Context: an optimization exercise on an open-source flow, tuned for small area and a short achievable clock period. The choices shown serve that exercise and are no tape-out recipe. At most, simulation tests tie the RTL to the original design; equivalence was not proved. Power and IR drop assume default switching activity.

## the reference run
## ex_stage
module ex_stage (
    input  logic        clk,
    input  logic        rst_n,
    input  logic        flush,
    input  logic        in_valid,
    input  logic [6:0]  in_opcode,
    input  logic [4:0]  in_rd,
    input  logic [2:0]  in_funct3,
    input  logic [6:0]  in_funct7,
    input  logic [31:0] in_imm,
    input  logic [31:0] in_pc,
    input  logic [31:0] in_rs1_val,
    input  logic [31:0] in_rs2_val,
    output logic        out_valid,
    output logic [4:0]  out_rd,
    output logic        out_rd_we,
    output logic [31:0] out_rd_val,
    output logic [31:0] out_pc,
    output logic        out_jump,
    output logic [31:0] out_jump_pc,
    output logic        out_illegal
);
    ex_top i_ex_top (
        .clk         (clk),
        .rst_n       (rst_n),
        .flush       (flush),
        .in_valid    (in_valid),
        .in_opcode   (in_opcode),
        .in_rd       (in_rd),
        .in_funct3   (in_funct3),
        .in_funct7   (in_funct7),
        .in_imm      (in_imm),
        .in_pc       (in_pc),
        .in_rs1_val  (in_rs1_val),
        .in_rs2_val  (in_rs2_val),
        .out_valid   (out_valid),
        .out_rd      (out_rd),
        .out_rd_we   (out_rd_we),
  ...
==> module int_alu, before the edit <==
module int_alu (
    input  logic [31:0] a,
    input  logic [31:0] b,
    input  logic [31:0] pc,
    input  logic        op_add,
    input  logic        op_sub,
    input  logic        op_sll,
    input  logic        op_sr,
    input  logic        op_cmp,
    input  logic        op_mod,
    input  logic        op_lx,
    input  logic        op_la,
    input  logic        op_link,
    input  logic        op_br,
    output logic [31:0] rd_val,
    output logic [31:0] jump_pc
);
    logic [31:0] sum;
    logic        cout;
    logic        lt;
    logic [31:0] sh_out;
    logic [31:0] sh_rev;
    logic        fill;
    logic [31:0] link;
    assign {cout, sum} = {1'b0, a} + {1'b0, b} + {32'd0, op_sub};
    assign lt = op_mod ? !cout : ((a[31] ^ !b[31]) ? a[31] : sum[31]);
    assign fill   = op_mod & a[31];
    assign sh_out = 32'($signed({fill, a}) >>> b[2:0]);
    always_comb begin
        for (int i = 0; i < 32; i++) begin
            sh_rev[i] = sh_out[31-i];
        end
    end
    inc30 i_inc (
        .a (pc[31:2]),
        .s (link[31:2])
    );
    assign link[1:0] = pc[1:0];
    assign rd_val = ({32{op_add}} & sum) |
                    ({32{op_sr}} & sh_out) |
                    ({32{op_sll}} & sh_rev) |
                    {31'd0, op_cmp & lt} |
                    ({32{op_lx}} & (a ^ b)) |
                    ({32{op_la}} & (a & b)) |
                    ({32{op_link}} & link);
    assign jump_pc = ({32{op_br}} & sum) |
                     ({32{op_link}} & {sum[31:1], 1'b0});
endmodule
==> flow/config.mk <==
export PLATFORM = sky130hd
export DESIGN_NAME = ex_stage
export DESIGN_NICKNAME = ex_stage
export VERILOG_FILES = /design/flow/design.v
export SDC_FILE = /design/flow/constraint.sdc
export NUM_CORES = 4
export LEC_CHECK = 0
export CAP_MARGIN = 20
export CORE_MARGIN = 2
export CORE_UTILIZATION = 45
export SETUP_SLACK_MARGIN = 2.8
export SLEW_MARGIN = 20
==> flow/constraint.sdc <==
create_clock -name core_clock -period 5.0 [get_ports {clk}]
set_input_delay 1.0000 -clock core_clock [delete_from_list [all_inputs] [get_ports {clk}]]
set_output_delay 1.0000 -clock core_clock [all_outputs]
set_load 0.01 [all_outputs]
standard.sh (not shown) runs the stock make flow with config.mk's settings and CLKGATE_MAP_FILE= SYNTH_SCRIPT=/design/flow/synth_recipe.tcl, a recipe that flattens the netlist after the stock synthesis.
==> flow/flow/run.sh <==
#!/bin/bash
# ORFS's synthesis as synth_recipe.tcl runs it, except that the full/half
# adder extraction is skipped and ABC maps with flow/abc.script; then the
# standard layout with plain buf_1 cells as port buffers.
set -euo pipefail
W=$PWD
{
  cat <<EOT
proc extract_fa {args} {}
proc abc {args} {
  set i [lsearch -exact \$args -script]
  lset args [expr {\$i + 1}] $W/flow/abc.script
  yosys abc {*}\$args
}
EOT
  cat synth_recipe.tcl
} > synth_custom.tcl
bash standard.sh SYNTH_SCRIPT=$W/synth_custom.tcl synth > synth.log 2>&1
CTS_ARGS="-sink_clustering_enable -repair_clock_nets -buf_list sky130_fd_sc_hd__clkbuf_16 -sink_clustering_size 24 -sink_clustering_max_diameter 120 -dont_use_dummy_load" BUFFER_PORTS_ARGS="-buffer_cell sky130_fd_sc_hd__buf_1" bash standard.sh finish > layout.log 2>&1
==> flow/flow/abc.script <==
strash
dch
map -B 0.9
topo
stime -c
buffer -c
upsize -c
dnsize -c
Modified inputs, the trial run compared to the reference run
==> flow/design.v, changed modules only <==
module int_alu (
    input  logic [31:0] a,
    input  logic [31:0] b,
    input  logic [31:0] pc,
    input  logic        op_add,
    input  logic        op_sub,
    input  logic        op_sll,
    input  logic        op_sr,
    input  logic        op_cmp,
    input  logic        op_mod,
    input  logic        op_lx,
    input  logic        op_la,
    input  logic        op_link,
    input  logic        op_br,
    output logic [31:0] rd_val,
    output logic [31:0] jump_pc
);
    logic [31:0] sum;
    logic        cout;
    logic        lt;
    logic [31:0] sh_out;
    logic [31:0] sh_rev;
    logic        fill;
    logic [31:0] link;
    add32 i_add (
        .a    (a),
        .b    (b),
        .cin  (op_sub),
        .s    (sum),
        .cout (cout)
    );
    assign lt = op_mod ? !cout : ((a[31] ^ !b[31]) ? a[31] : sum[31]);
    assign fill   = op_mod & a[31];
    assign sh_out = 32'($signed({fill, a}) >>> b[2:0]);
    always_comb begin
        for (int i = 0; i < 32; i++) begin
            sh_rev[i] = sh_out[31-i];
        end
    end
    inc30 i_inc (
        .a (pc[31:2]),
        .s (link[31:2])
    );
    assign link[1:0] = pc[1:0];
    assign rd_val = ({32{op_add}} & sum) |
                    ({32{op_sr}} & sh_out) |
                    ({32{op_sll}} & sh_rev) |
                    {31'd0, op_cmp & lt} |
                    ({32{op_lx}} & (a ^ b)) |
                    ({32{op_la}} & (a & b)) |
                    ({32{op_link}} & link);
    assign jump_pc = ({32{op_br}} & sum) |
                     ({32{op_link}} & {sum[31:1], 1'b0});
endmodule
module add32(input [31:0] a, b, input cin, output [31:0] s, output cout);
  logic [31:0] p0, G;
  always_comb begin
    logic [31:0] g, p;
    g = a & b; p = a ^ b;
    p0 = p;
    g[0] = g[0] | (p[0] & cin);
    for (int l = 1; l < 32; l = l*2)
      for (int i = 0; i < 32; i++)
        if ((i / l) % 2 == 1) begin
          g[i] = g[i] | (p[i] & g[(i/l)*l - 1]);
          p[i] = p[i] & p[(i/l)*l - 1];
        end
    G = g;
  end
  assign s[0] = p0[0] ^ cin;
  for (genvar i = 1; i < 32; i++) assign s[i] = p0[i] ^ G[i-1];
  assign cout = G[31];
endmodule
==> comparison <==
Share of the clock period used by the worst path ended up 0.58 points higher on the trial run than on the reference run.
Synthesized cell count of the trial run falls short of that of the reference run by a little under 10%.
Against the reference run, fmax in the trial run came out worse.
Against the reference run, design area in the trial run fell by a few percent.
Going from the reference run to the trial run, die area shows a reduction of about 5%, final cell count shows a reduction of 221, placed standard-cell area shows a reduction of about 5.3%, worst setup slack shows a reduction of 0.029 ns, count of buffers added by post-CTS timing repair for setup shows an increase of 1.
For area occupied by registers, the trial run and the reference run come out practically identical.
Cell area power density in the trial run vs the reference run: up 0.40%
The reference run -> the trial run: half-perimeter wire length of the detailed placement result decreased by more than 10%
No functional check of the RTL was part of the reference run.

static timing again, ports no longer ideal:
Ports are ideal in the flow. The routed layouts listed here were re-timed in OpenROAD.
Step 1 (the two cells are an assumption about what drives the block):
set clk [get_ports {clk}]
set_driving_cell -lib_cell sky130_fd_sc_hd__clkbuf_16 $clk
set_driving_cell -lib_cell sky130_fd_sc_hd__buf_2 [delete_from_list [all_inputs] $clk]
Step 2 times the ports against the registers' clock, not the clock port: input delays grow and output delays shrink by t, the midpoint of the rising clock arrivals with the driver on.
a / b / c = no drivers / after step 1 / after step 2; a / b = the first two.
run	t, ns	setup slack, ns	worst slew at a driven data input, ns
the reference run	0.526	2.847 / 2.847 / 2.383	0.05
the trial run	0.522	2.817 / 2.849 / 2.327	0.05
After both steps setup and hold are still met in every run listed. The setup slack of the trial run, which loses most, moves by +0.032 ns with the drivers and by -0.490 ns with both steps.
